Background: an optimization exercise with open tools, aiming at small area, a short achievable clock period and few clock cycles per item. Do not read the settings as production practice. Only simulation tests tie the RTL to the original design; equivalence was not proved.

==> flow/design.v (outline; a module is shown in full before it is edited, if it fits) <==
// module tecr_mul_a: 807 lines
// module tecr_mul_p: 1661 lines
// module tecr_color: 1512 lines
// module terrain_elevation_color_ramp_top: 236 lines
module terrain_elevation_color_ramp_top (
    input  logic        aclk,
    input  logic        aresetn,
    input  logic        s_tvalid,
    output logic        s_tready,
    input  logic [31:0] s_tdata,
    output logic        m_tvalid,
    input  logic        m_tready,
    output logic [23:0] m_tdata,
    input  logic        psel,
    input  logic        penable,
    input  logic        pwrite,
    input  logic [2:0]  paddr,
    input  logic [31:0] pwdata,
    output logic [31:0] prdata,
    output logic        pready
);
  // ...
==> flow/run.sh <==
#!/bin/bash
# synth_recipe.tcl (not shown) runs the flow's synth.tcl, then flattens the netlist and writes it again
# the make line also repeats each setting of config.mk as NAME=value (left out here)
make -C /OpenROAD-flow-scripts/flow DESIGN_CONFIG=/design/flow/config.mk WORK_HOME=/design/flow/orfs CLKGATE_MAP_FILE= SYNTH_SCRIPT=/design/flow/synth_recipe.tcl finish
==> flow/config.mk <==
export PLATFORM = sky130hd
export DESIGN_NAME = terrain_elevation_color_ramp_top
export DESIGN_NICKNAME = terrain_elevation_color_ramp_top
export VERILOG_FILES = /design/flow/design.v
export SDC_FILE = /design/flow/constraint.sdc
export NUM_CORES = 4
export LEC_CHECK = 0
export ABC_AREA = 1
export CAP_MARGIN = 20
export CORE_MARGIN = 2
export CORE_UTILIZATION = 40
export SLEW_MARGIN = 20
==> flow/constraint.sdc <==
create_clock -name core_clock -period 13.5 [get_ports {aclk}]
set_input_delay 2.7000 -clock core_clock [delete_from_list [all_inputs] [get_ports {aclk}]]
set_output_delay 2.7000 -clock core_clock [all_outputs]
set_load 0.01 [all_outputs]
==> run notes, run 1 <==
Status: no timing/DRC/antenna violations
Dominant kind of cell by area: multi-input gates
Synthesized area: 70800 um^2
NonClk Buf Share: 1.98%
Hold path startpoint: drx[4][9]
Setup TNS: 0 ps
R2R Setup Slk: 6320 ps
Root Buffer: clkbuf_16
Layout Skew: 61.1 ps
Slew Limit Headroom: 20.8%
Initial antenna violation count: 0
Cell count after synthesis: 8519
RR Endpoint: x3[28]
XOR/XNOR share of the synthesized area: 9.88%
Worst Setup EP: prdata[14]
Hold slack: 359 ps
Max_cap viols: 0
CTS Buf Count: 78
Post-DP Area: 74000 um^2
Critical Path Sink Type: output pin
Fin cells: 10900
M1 WL: 88000 um
H-tree lvl count: 3
Worst hold endpoint: drx[5][11]
# port buffers: 97
Leading cell types in the layout, fill and taps excluded: nand2_1 (1608), inv_1 (1212), xor2_1 (632)
CP required: 10800 ps
Largest net degree at the start of global routing: 180
Worst-Skew Late Latency: 700 ps
Most common cell after layout, fill and taps aside: nand2_1
Multi-input logic cell count: 6277
Inverters: 1289
Post-CTS setup buffers: 0
Crit start category: primary input
Post-route ant nets: 0
Adder-cell share of the synthesized area: 23.8%
Yosys top cell by area: edfxtp_1
Worst Tran Pin Value: 1190 ps
Register area: 19400 um^2
Post-DP HPWL: 155000 um
Testbench counts, summed over its fixed seeds: cycles 16,488, items 16,384.
==> run 2, diff against run 1 <==
==> flow/flow/run.sh (new file) <==
#!/bin/bash
# The standard layout, with timing repair aimed at a 6.0 ns period instead
# of the 13.5 ns clock (the constraints themselves are unchanged), and port
# buffers that can drive their loads
set -euo pipefail
bash standard.sh SETUP_SLACK_MARGIN=7.5 \
    "BUFFER_PORTS_ARGS=-buffer_cell sky130_fd_sc_hd__buf_4" \
    finish > flow_make.log 2>&1
==> flow/standard.sh (new file) <==
#!/bin/bash
# synth_recipe.tcl (not shown) runs the flow's synth.tcl, then flattens the netlist and writes it again
# the make line also repeats each setting of config.mk as NAME=value (left out here)
make -C /OpenROAD-flow-scripts/flow DESIGN_CONFIG=/design/flow/config.mk WORK_HOME=/design/flow/orfs CLKGATE_MAP_FILE= SYNTH_SCRIPT=/design/flow/synth_recipe.tcl "${@:-finish}"
removed: flow/run.sh
==> run 2 against run 1 <==
Die area is the same. Synthesized area unchanged. Routed wire length grew 2.5%. Clock skew is 11 ps lower. First-iteration DRC count is 3.7% lower. Synthesized cell count unchanged. Still clean. Largest cell class unchanged. Highest routed layer is now met5. Sequential cell count stayed put. Cell count is 0.72% higher. Clock-buffer cell count fell by 10. Via count increased by 0.98%.
==> run notes, run 2 <==
Top Ports: 133 (unchanged)
Leading cell types in the layout, fill and taps excluded: nand2_1 (1601), inv_1 (1197), xor2_1 (630) (was nand2_1 (1608), inv_1 (1212), xor2_1 (632))
Pre-Repair DR Iteration Count: 6 (unchanged)
Critical Path Start: paddr[2] (unchanged)
Ranking of synthesized cells by instance count: nand2_1 (1609), inv_1 (1212), xor2_1 (634), edfxtp_1 (613), ha_1 (592) (unchanged)
Slew Limit Headroom: 33.9% (was 20.8%)
Setup violations, final: 0 (unchanged)
Number of global-route vias before repair: 59400 (was 58900)
Most common cell after layout, fill and taps aside: nand2_1 (unchanged)
Layout Skew: 49.9 ps (was 61.1 ps)
Worst Tran Pin Value: 991 ps (was 1190 ps)
Critical Path Sink Type: output pin (unchanged)
Crit path max fanout: 32 (unchanged)
Area delta synth->final: 10.5% (was 8.21%)
RR Endpoint: skid_d[23] (was x3[28])
Final Cycle Share: 44.3% (was 55.1%)
Vias per cell: 5.45 (was 5.44)
Post-DP HPWL: 158000 um (was 155000 um)
Most frequent cell after synthesis: nand2_1 (unchanged)
Remaining DRCs: 0 (unchanged)
Max reg flops: 240 (unchanged)
Post-synth EDFFs: 613 (unchanged)
N_diodes: 0 (unchanged)
Yosys top cell by area: edfxtp_1 (unchanged)
Crit start category: primary input (unchanged)
Yosys cell types: 75 (unchanged)
R2R Setup Slk: 7590 ps (was 6320 ps)
WS Path Type: primary input to output pin (unchanged)
Cell area after layout: 78300 um^2 (was 76600 um^2)
Top FF cell, synth: edfxtp_1 (unchanged)
Largest reg by FF count: drx (unchanged)
Max_cap viols: 0 (unchanged)
Detailed-route wire length per cell: 19.3 um (was 19.0 um)
Top cells by area, synth: edfxtp_1 (26%), fa_1 (13%), ha_1 (10%) (unchanged)
Top flop regs: drx x240, dc x120, x3 x37 (unchanged)
Final critical-path required period: 5970 ps (was 7440 ps)
GR Overflow Total: 0 (unchanged)
Fmax: 167 MHz (was 134 MHz)
Drt initial violations: 4473 (was 4644)
Syn. warnings: 9 (unchanged)
RSZ-0062 raised after global routing: true (was false)
Initial core utilization: 40.2% (unchanged)
FF-to-FF Start: segg[0] (was r2[3])
Layout Utilization: 44.5% (was 43.5%)
Register clock-pin slew on the reported worst setup and hold paths: 60 ps (about the same)
CTS Sinks: 660 (unchanged)
Setup TNS: 0 ps (unchanged)
Worst-Skew Late Latency: 690 ps (was 700 ps)
Area share of the largest cell type after synthesis: 26.0% (unchanged)
Asr flop ratio synth: 0% (unchanged)
TritonCTS clock tree: done (unchanged)
Slew Limit Fails: 0 (unchanged)
HP Class: flip-flop to flip-flop (unchanged)
Root Buffer: clkbuf_16 (unchanged)
Max Root-Sink Buffers: 3 (unchanged)
Post-CTS Hold Buffers: 0 (unchanged)
Synthesized area: 70800 um^2 (unchanged)
H-tree lvl count: 3 (unchanged)
Global-route wire length before repair: 331000 um (was 326000 um)
Largest net degree at the start of global routing: 174 (was 180)
Post-route ant nets: 0 (unchanged)
Crit path arrival time: 3270 ps (was 4740 ps)
WL final: 212000 um (was 206000 um)
Hold slack: 379 ps (was 359 ps)
Die height: 425 um (unchanged)
GRT Total Usage: 23.1% (was 22.7%)
Routability-driven placement congestion ratio: 0.943 (was 0.957)
CP required: 10800 ps (about the same)
Num rows: 154 (unchanged)
# port buffers: 97 (unchanged)
Syn Area/Cell: 8.31 um^2 (unchanged)
Nets@finish: 9691 (was 9611)
Die footprint: 180000 um^2 (unchanged)
R2R depth: 21 (was 22)
CORE AREA: 176000 um^2 (unchanged)
Post-DP Area: 73800 um^2 (was 74000 um^2)
Worst Setup EP: prdata[7] (was prdata[14])
Layout cell share with drive strength beyond 1: 7.59% (was 3.90%)
CTS Buf Count: 78 (unchanged)
Via Count: 59800 (was 59200)
Cell count after synthesis: 8519 (unchanged)
Die outline width: 425 um (unchanged)
Status: no timing/DRC/antenna violations (unchanged)
Final Hold Viols: 0 (unchanged)
Sequential element share of the synthesized area: 27.3% (unchanged)
Synth Register Bits: 660 (unchanged)
Initial antenna violation count: 1 (was 0)
==> run 2: kinds of logic (layout without fill, tap and decap cells) <==
logic type	count (synthesis)	after routing	share of synthesized area [%]
other cells	2	17	0.0106
fa+ha+maj	1063	1063	23.8
flops	660	660	27.3
xor+xnor	795	795	9.88
simple gates	2613	2613	15.5
mux	2	2	0.0283
compound gates	1787	1788	14.6
buf+inv	1597	1677	8.82
==> run 2: how the worst min path moves through the flow <==
| stage | cells after the start | slack, ps | start | end |
|---|---|---|---|---|
| after floorplan | 0 | 400 | c2[0] | c3[0] |
| after global placement | 0 | 400 | dc[5][10] | dc[6][10] |
| after detailed placement | 0 | 400 | dc[2][8] | dc[3][8] |
| after CTS | 0 | 360 | dc[1][6] | dc[2][6] |
| after global routing | 0 | 380 | dc[1][6] | dc[2][6] |
| final | 0 | 380 | dc[4][7] | dc[5][7] |
==> run 2: metrics by stage <==
step	cells	setup WS (ps)
2_1_floorplan	8534	7630
5_1_grt	11000	7420
3_5_place_dp	10700	6440
6_report	11000	7530
4_1_cts	10900	7470
3_3_place_gp	10700	6480
==> run 2: repair_timing <==
item / CTS / global route
cloned: 5 / 4
setup endpoints to repair: 92 / 73
buffers inserted: 15 / 48
pin swaps: 5 / 8
resized for setup: 105 / 149
==> run 2: cell type report <==
class                      count  area, um^2
timing repair inverter         3        15.0
timing repair buffer         244        2210
fill                       17200       97700
clock buffer                  85        2040
clock inverter                56         762
multi-input combinational   6278       46000
tap                         2340        2930
inverter                    1289        4930
sequential                   660       19400
==> run 2: routing by layer <==
metal	up-vias	part of all wire, %	track usage (%)
met5	-	0.0052	0
met4	2	4.2	8.97
met3	517	6.5	3.53
met2	2205	47	39.1
met1	28500	42	29.5
li1	28600	-	-
==> run 2: worst max-delay path, cell delays in order <==
cell and delay [ps]:
buf_12 140, o21ai_1 250, buf_4 180
==> module terrain_elevation_color_ramp_top, before the edit <==
module terrain_elevation_color_ramp_top (
    input  logic        aclk,
    input  logic        aresetn,
    input  logic        s_tvalid,
    output logic        s_tready,
    input  logic [31:0] s_tdata,
    output logic        m_tvalid,
    input  logic        m_tready,
    output logic [23:0] m_tdata,
    input  logic        psel,
    input  logic        penable,
    input  logic        pwrite,
    input  logic [2:0]  paddr,
    input  logic [31:0] pwdata,
    output logic [31:0] prdata,
    output logic        pready
);
    localparam int NDS = 8;           
    logic [15:0] snow_reg, str_reg;
    assign pready = 1'b1;
    always_ff @(posedge aclk) begin
        if (!aresetn) begin
            snow_reg <= tecr_pkg::SNOW_LINE_RST;
            str_reg  <= tecr_pkg::STRENGTH_RST;
        end else if (psel && penable && pwrite) begin
            if (paddr[2]) str_reg  <= pwdata[15:0];
            else          snow_reg <= pwdata[15:0];
        end
    end
    assign prdata = {16'd0, paddr[2] ? str_reg : snow_reg};
    logic en;                           
    logic skid_v;
    logic rdy;                          
    assign en       = !skid_v;
    assign s_tready = rdy;
    logic [15:0] e0, tmp0;
    logic [14:0] c0;
    assign e0   = s_tdata[15:0];
    assign tmp0 = s_tdata[31:16];
    always_comb begin
        logic [15:0] mag;
        mag = e0[15] ? 16'(-e0) : e0;
        c0  = (mag > 16'd16384) ? 15'd16384 : mag[14:0];
    end
    logic        v1;
    logic [15:0] tmp1;
    logic [14:0] c1;
    logic        oc1;
    always_ff @(posedge aclk) begin
        if (!aresetn) v1 <= 1'b0;
        else if (en)  v1 <= s_tvalid;
    end
    always_ff @(posedge aclk) begin
        if (en) begin
            tmp1  <= tmp0;
            c1    <= c0;
            oc1   <= e0[15];
        end
    end
    logic [16:0] t1;
    logic [17:0] r1x;
    logic [30:0] a1;
    tecr_mul_a u_mul_a (.t(tmp1), .k(str_reg), .a(a1));
    assign t1  = oc1 ? 17'(c1) : {c1, 2'b00};
    assign r1x = {1'b0, t1} - {2'b00, snow_reg};
    logic        v2;
    logic [30:0] a2;
    logic [16:0] r2;
    logic [14:0] c2;
    logic        oc2, ng2, sn2;
    always_ff @(posedge aclk) begin
        if (!aresetn) v2 <= 1'b0;
        else if (en)  v2 <= v1;
    end
    always_ff @(posedge aclk) begin
        if (en) begin
            a2  <= a1;
            r2  <= r1x[16:0];
            c2  <= c1;
            oc2 <= oc1;
            ng2 <= tmp1[15];
            sn2 <= !oc1 && !r1x[17] && (r1x[16:0] != 17'd0);
        end
    end
    logic [36:0] x2;
    tecr_mul_p u_mul_p (.a(a2), .r(r2), .x(x2));
    logic        v3;
    logic [36:0] x3;
    logic [14:0] c3;
    logic        oc3, ng3, sn3;
    always_ff @(posedge aclk) begin
        if (!aresetn) v3 <= 1'b0;
        else if (en)  v3 <= v2;
    end
    always_ff @(posedge aclk) begin
        if (en) begin
            x3  <= x2;
            c3  <= c2;
            oc3 <= oc2;
            ng3 <= ng2;
            sn3 <= sn2;
        end
    end
    function automatic logic [31:0] dstep(input logic [31:0] rx, input logic [15:0] s);
        logic [16:0] trial;
        logic [17:0] sum;
        logic        ge;
        trial = {rx[31:16], rx[15]};
        sum   = {1'b0, trial} + {2'b00, s};
        ge    = sum[17] | sum[16];
        dstep = {ge ? sum[15:0] : trial[15:0], rx[14:0], ge};
    endfunction
    logic [20:0] hi3;
    logic [21:0] hs3;
    logic        sat3;
    assign hi3  = x3[36:16];
    assign hs3  = {1'b0, hi3} + {6'd0, snow_reg};
    assign sat3 = |hs3[21:16];
    logic        dv   [NDS+1];
    logic [31:0] drx  [NDS+1];
    logic        dsat [NDS+1];
    logic [14:0] dc   [NDS+1];
    logic        doc  [NDS+1], dng [NDS+1], dsn [NDS+1];
    always_comb begin
        dv[0]   = v3;
        drx[0]  = x3[31:0];
        dsat[0] = sat3;
        dc[0]   = c3;
        doc[0]  = oc3;
        dng[0]  = ng3;
        dsn[0]  = sn3;
    end
    for (genvar k = 1; k <= NDS; k++) begin : g_div
        logic [31:0] nx;
        always_comb begin
            nx = drx[k-1];
            for (int j = 0; j < 16 / NDS; j++) nx = dstep(nx, snow_reg);
        end
        always_ff @(posedge aclk) begin
            if (!aresetn) dv[k] <= 1'b0;
            else if (en)  dv[k] <= dv[k-1];
        end
        always_ff @(posedge aclk) begin
            if (en) begin
                drx[k]  <= nx;
                dsat[k] <= dsat[k-1];
                dc[k]   <= dc[k-1];
                doc[k]  <= doc[k-1];
                dng[k]  <= dng[k-1];
                dsn[k]  <= dsn[k-1];
            end
        end
    end
    logic [15:0] qf;
    logic [16:0] tf;
    logic [16:0] posf;
    assign qf = drx[NDS][15:0];
    assign tf = doc[NDS] ? 17'(dc[NDS]) : {dc[NDS], 2'b00};
    always_comb begin
        logic [17:0] sum;
        sum  = '0;
        posf = tf;
        if (dsn[NDS]) begin
            if (dng[NDS]) begin
                sum  = {1'b0, tf} + {2'b00, qf};
                posf = (dsat[NDS] || sum > 18'd65536) ? 17'h10000 : sum[16:0];
            end else begin
                sum  = {1'b0, tf} - {2'b00, qf};
                posf = (dsat[NDS] || sum[17]) ? 17'd0 : sum[16:0];
            end
        end
    end
    logic [2:0]  segf;
    logic [16:0] ff;
    always_comb begin
        logic [16:0] u;
        logic [14:0] n;
        n = dc[NDS];
        u = {n, 2'b00} + 17'(n);
        if (doc[NDS]) begin
            if (n <= 15'd3276) begin segf = 3'd5; ff = {u[14:0], 2'b00}; end
            else               begin segf = 3'd6; ff = u - 17'd16384;    end
        end else if (posf[16]) begin
            segf = 3'd4; ff = '0;
        end else begin
            segf = {1'b0, posf[15:14]}; ff = {1'b0, posf[13:0], 2'b00};
        end
    end
    logic        vg;
    logic [2:0]  segg;
    logic [16:0] fg;
    always_ff @(posedge aclk) begin
        if (!aresetn) vg <= 1'b0;
        else if (en)  vg <= dv[NDS];
    end
    always_ff @(posedge aclk) begin
        if (en) begin
            segg <= segf;
            fg   <= ff;
        end
    end
    logic [23:0] colg;
    tecr_color u_color (.seg(segg), .f(fg), .rgb(colg));
    logic        out_v;
    logic [23:0] out_d, skid_d;
    logic        take;
    assign take = out_v && m_tready;
    always_ff @(posedge aclk) begin
        if (!aresetn) begin
            out_v  <= 1'b0;
            skid_v <= 1'b0;
            rdy    <= 1'b1;
        end else if (skid_v) begin
            if (m_tready) begin
                out_v  <= 1'b1;
                skid_v <= 1'b0;
                rdy    <= 1'b1;
            end
        end else if (!out_v || m_tready) begin
            out_v <= vg;
        end else if (vg) begin
            skid_v <= 1'b1;
            rdy    <= 1'b0;
        end
    end
    always_ff @(posedge aclk) begin
        if (skid_v) begin
            if (m_tready) out_d <= skid_d;
        end else if (!out_v || m_tready) begin
            out_d <= colg;
        end
        if (!skid_v) skid_d <= colg;
    end
    assign m_tvalid = out_v;
    assign m_tdata  = out_d;
endmodule
==> run 3, diff against run 2 <==
--- a/flow/design.v
+++ b/flow/design.v
@@ -4172,48 +4172,44 @@
     end
     logic        vg;
-    logic [2:0]  segg;
-    logic [16:0] fg;
-    always_ff @(posedge aclk) begin
-        if (!aresetn) vg <= 1'b0;
-        else if (en)  vg <= dv[NDS];
-    end
-    always_ff @(posedge aclk) begin
-        if (en) begin
-            segg <= segf;
-            fg   <= ff;
-        end
-    end
-    logic [23:0] colg;
-    tecr_color u_color (.seg(segg), .f(fg), .rgb(colg));
+    logic [2:0]  segg, segs;
+    logic [16:0] fg, fs;
     logic        out_v;
-    logic [23:0] out_d, skid_d;
-    logic        take;
-    assign take = out_v && m_tready;
+    logic [23:0] out_d;
+    logic [23:0] colg;
+    logic        o_acc, g_acc;
+    assign o_acc = !out_v || m_tready;
+    assign g_acc = o_acc || !vg;
     always_ff @(posedge aclk) begin
         if (!aresetn) begin
+            vg     <= 1'b0;
             out_v  <= 1'b0;
             skid_v <= 1'b0;
             rdy    <= 1'b1;
-        end else if (skid_v) begin
-            if (m_tready) begin
-                out_v  <= 1'b1;
-                skid_v <= 1'b0;
-                rdy    <= 1'b1;
+        end else begin
+            if (o_acc) out_v <= vg;
+            if (g_acc) vg <= skid_v || dv[NDS];
+            if (skid_v) begin
+                if (g_acc) begin
+                    skid_v <= 1'b0;
+                    rdy    <= 1'b1;
+                end
+            end else if (dv[NDS] && !g_acc) begin
+                skid_v <= 1'b1;
+                rdy    <= 1'b0;
             end
-        end else if (!out_v || m_tready) begin
-            out_v <= vg;
-        end else if (vg) begin
-            skid_v <= 1'b1;
-            rdy    <= 1'b0;
         end
     end
     always_ff @(posedge aclk) begin
-        if (skid_v) begin
-            if (m_tready) out_d <= skid_d;
-        end else if (!out_v || m_tready) begin
-            out_d <= colg;
+        if (g_acc) begin
+            segg <= skid_v ? segs : segf;
+            fg   <= skid_v ? fs : ff;
         end
-        if (!skid_v) skid_d <= colg;
+        if (!skid_v) begin
+            segs <= segf;
+            fs   <= ff;
+        end
+        if (o_acc) out_d <= colg;
     end
+    tecr_color u_color (.seg(segg), .f(fg), .rgb(colg));
     assign m_tvalid = out_v;
     assign m_tdata  = out_d;
==> run 3 against run 2 <==
Utilization is 0.16 points lower. Register-to-register slack better by 30 ps. Via count down 2.7%. Maximum frequency increased by 0.31%. Worst hold slack improved by 21 ps. Synthesized area down 1.8%. Sequential cell count down 4. Setup slack better by 19 ps. Cell count shrank 3.1%.
==> run notes, run 3 <==
Slew Limit Fails: 0 (unchanged)
Area share of the largest cell type after synthesis: 25.4% (was 26.0%)
Post-CTS Hold Buffers: 0 (unchanged)
Routability-driven placement congestion ratio: 0.936 (was 0.943)
RSZ-0062 raised after global routing: true (unchanged)
Largest net degree at the start of global routing: 202 (was 174)
Status: no timing/DRC/antenna violations (unchanged)
Post-route ant nets: 0 (unchanged)
CP Cell Sequence: buf_12 > o21ai_0 > buf_4 (was buf_12 > o21ai_1 > buf_4)
Top FF cell, synth: edfxtp_1 (unchanged)
Remaining DRCs: 0 (unchanged)
Worst Tran Pin Value: 1100 ps (was 991 ps)
Largest reg by FF count: drx (unchanged)
CP required: 10800 ps (about the same)
Most common cell after layout, fill and taps aside: nand2_1 (unchanged)
Final critical-path required period: 5960 ps (was 5970 ps)
Fmax: 168 MHz (was 167 MHz)
Critical Path Sink Type: output pin (unchanged)
# port buffers: 97 (unchanged)
Ranking of synthesized cells by instance count: nand2_1 (1308), inv_1 (1150), xor2_1 (658), a21oi_1 (598), ha_1 (592) (was nand2_1 (1609), inv_1 (1212), xor2_1 (634), edfxtp_1 (613), ha_1 (592))
HP Class: flip-flop to flip-flop (unchanged)
Number of global-route vias before repair: 57600 (was 59400)
Cell count after synthesis: 8213 (was 8519)
Crit path arrival time: 3260 ps (was 3270 ps)
Layout Utilization: 44.3% (was 44.5%)
Initial core utilization: 40.1% (was 40.2%)
Post-synth EDFFs: 589 (was 613)
CTS Sinks: 656 (was 660)
H-tree lvl count: 3 (unchanged)
Drt initial violations: 4355 (was 4473)
Asr flop ratio synth: 0% (unchanged)
Layout cell share with drive strength beyond 1: 8.55% (was 7.59%)
Via Count: 58100 (was 59800)
Yosys cell types: 74 (was 75)
Max_cap viols: 0 (unchanged)
Multi-input logic area: 45500 um^2 (was 46000 um^2)
Syn. warnings: 9 (unchanged)
TritonCTS clock tree: done (unchanged)
Final Cycle Share: 44.1% (was 44.3%)
Die height: 421 um (was 425 um)
CTS Buf Count: 76 (was 78)
Area delta synth->final: 10.4% (was 10.5%)
Die footprint: 177000 um^2 (was 180000 um^2)
Top flop regs: drx x240, dc x120, x3 x37 (unchanged)
Post-DP HPWL: 153000 um (was 158000 um)
Crit start category: primary input (unchanged)
WS Path Type: primary input to output pin (unchanged)
Setup violations, final: 0 (unchanged)
Register area: 19000 um^2 (was 19400 um^2)
Top Ports: 133 (unchanged)
Vias per cell: 5.47 (was 5.45)
Initial antenna violation count: 1 (unchanged)
Slowest CP cell: o21ai_0 (was o21ai_1)
Syn Area/Cell: 8.46 um^2 (was 8.31 um^2)
Synthesized area: 69500 um^2 (was 70800 um^2)
GR Util met3: 3.29% (was 3.53%)
Max stage delay on crit path: 240 ps (was 250 ps)
Detailed-route wire length per cell: 19.5 um (was 19.3 um)
Fill count: 17000 (was 17200)
Layout Skew: 52.5 ps (was 49.9 ps)
Nets@finish: 9367 (was 9691)
Top cells by area, synth: edfxtp_1 (25%), fa_1 (14%), ha_1 (11%) (was edfxtp_1 (26%), fa_1 (13%), ha_1 (10%))
GR Overflow Total: 0 (unchanged)
Post-Place Worst Slack: 5520 ps (was 6440 ps)
Setup TNS: 0 ps (unchanged)
Global route hottest layer: met2 (unchanged)
Max Root-Sink Buffers: 3 (unchanged)
Sequential element share of the synthesized area: 27.4% (was 27.3%)
Met1 usage: 28.8% (was 29.5%)
GR Util met2: 38.3% (was 39.1%)
Max reg flops: 240 (unchanged)
Final Hold Viols: 0 (unchanged)
Die outline width: 421 um (was 425 um)
CORE AREA: 173000 um^2 (was 176000 um^2)
WL final: 207000 um (was 212000 um)
Yosys top cell by area: edfxtp_1 (unchanged)
Worst-Skew Late Latency: 700 ps (was 690 ps)
Leading cell types in the layout, fill and taps excluded: nand2_1 (1294), inv_1 (1137), xor2_1 (654) (was nand2_1 (1601), inv_1 (1197), xor2_1 (630))
Synth Register Bits: 656 (was 660)
GRT Total Usage: 22.7% (was 23.1%)
Register clock-pin slew on the reported worst setup and hold paths: 60 ps (about the same)
Global-route wire length before repair: 322000 um (was 331000 um)
Root Buffer: clkbuf_16 (unchanged)
Num rows: 153 (was 154)
Crit path max fanout: 32 (unchanged)
Pre-Repair DR Iteration Count: 6 (unchanged)
Most frequent cell after synthesis: nand2_1 (unchanged)
Final Worst Setup Slack: 7540 ps (was 7530 ps)
Slew Limit Headroom: 26.6% (was 33.9%)
[run 3: cell count changes in the layout (fill, tap and decap cells not counted), moves of 24 or more]
cell / change
o21ai_0: -97
nand2_2: +38
inv_1: -60
a21oi_1: +43
nand4_1: +94
edfxtp_1: -24
xor2_1: +24
nand3_1: -132
nor2_1: +89
nand2_1: -307
[run 3: through the flow]
stage	instance area, um^2	std cells	hold WS (ps)
after floorplan	69600	8228	400
after global placement	72300	10400	400
after detailed placement	72300	10400	405
after CTS	75400	10600	405
after global routing	76800	10600	419
final	76800	10600	400
[run 3: area by class of cell]
| cell class | count | share of cell area (%) |
|---|---|---|
| flip-flops and latches | 656 | 24.8 |
| inverters | 1231 | 6.12 |
| multi-input cells | 6025 | 59.2 |
| well taps | 2325 | 3.79 |
| clock buffers | 90 | 2.55 |
| clock inverters | 48 | 0.730 |
| diodes | 1 | 0.00326 |
| repair buffers | 238 | 2.81 |
| repair inverters | 2 | 0.0163 |
[run 3: timing repair]
| item | 4_1_cts | 5_1_grt |
|---|---|---|
| gates cloned | 2 | 7 |
| setup buffers | 20 | 56 |
| pin swaps | 6 | 56 |
| endpoints found under the setup margin | 112 | 148 |
| gates resized for setup | 100 | 197 |
[run 3: final timing paths]
kind              cells after the start   endpoint  slack (ps)      from
hold / removal                        0   dc[8][8]         400  dc[7][8]
setup reg to reg                     25      x3[9]        7620     r2[1]
setup / recovery                      3  prdata[9]        7540  paddr[2]
hold reg to reg                       0   dc[8][8]         400  dc[7][8]
[run 3: worst max-delay path: cells and delay by family]
| kind | cells | cell delay, ps |
|---|---|---|
| AOI/OAI and AO/OA | 1 | 240 |
| buffers and inverters | 2 | 310 |
[run 3: cell families after synthesis]
family | after synthesis | share of synthesized area, %
xor gates and xnor gates | 808 | 10.2
muxes | 3 | 0.0432
AOI/OAI and AO/OA | 1741 | 14.6
other | 2 | 0.0108
DFF | 656 | 27.4
adders and majority gates | 1063 | 24.2
and+or+nand+nor | 2391 | 14.9
buffers and inverters | 1549 | 8.72
[run 3: metal layers]
metal  vias to the layer above  wire length, um
met4                         0            10000
met3                       537            13100
met5                         -                0
met2                      2092            98300
met1                     27800            86000
li1                      27700                -
Testbench counts of run 3, summed over its fixed seeds: cycles 16,488, items 16,384.

-- static timing again, ports no longer ideal --
In the flow no input, the clock included, has a driving cell. The finished layouts below were timed again as built, in two steps. Step 1 assumes that a clkbuf_16 drives the clock port and a buf_2 every other input. Step 2 times the ports against the registers' clock, not the clock port: input delays grow and output delays shrink by t, the midpoint of the rising clock arrivals with the driver on. Slacks: no drivers / after step 1 / after step 2; pairs: no drivers / after step 1.
run | shift t [ns] | setup WS [ns] | worst setup path at the end | latest minus earliest clock arrival (ns) | slew at the worst register clock pin (ns)
run 1 | 0.742 | 6.062 / 6.037 / 6.037 | input to output | 0.065 / 0.066 | 0.07 / 0.07
run 2 | 0.742 | 7.525 / 7.468 / 7.468 | input to output | 0.057 / 0.057 | 0.07 / 0.07
run 3 | 0.745 | 7.544 / 7.469 / 7.469 | input to output | 0.053 / 0.054 | 0.07 / 0.07
After both steps setup and hold are still met in every run listed. The setup slack of run 3, which loses most, moves by -0.075 ns with the drivers and by -0.075 ns with both steps.
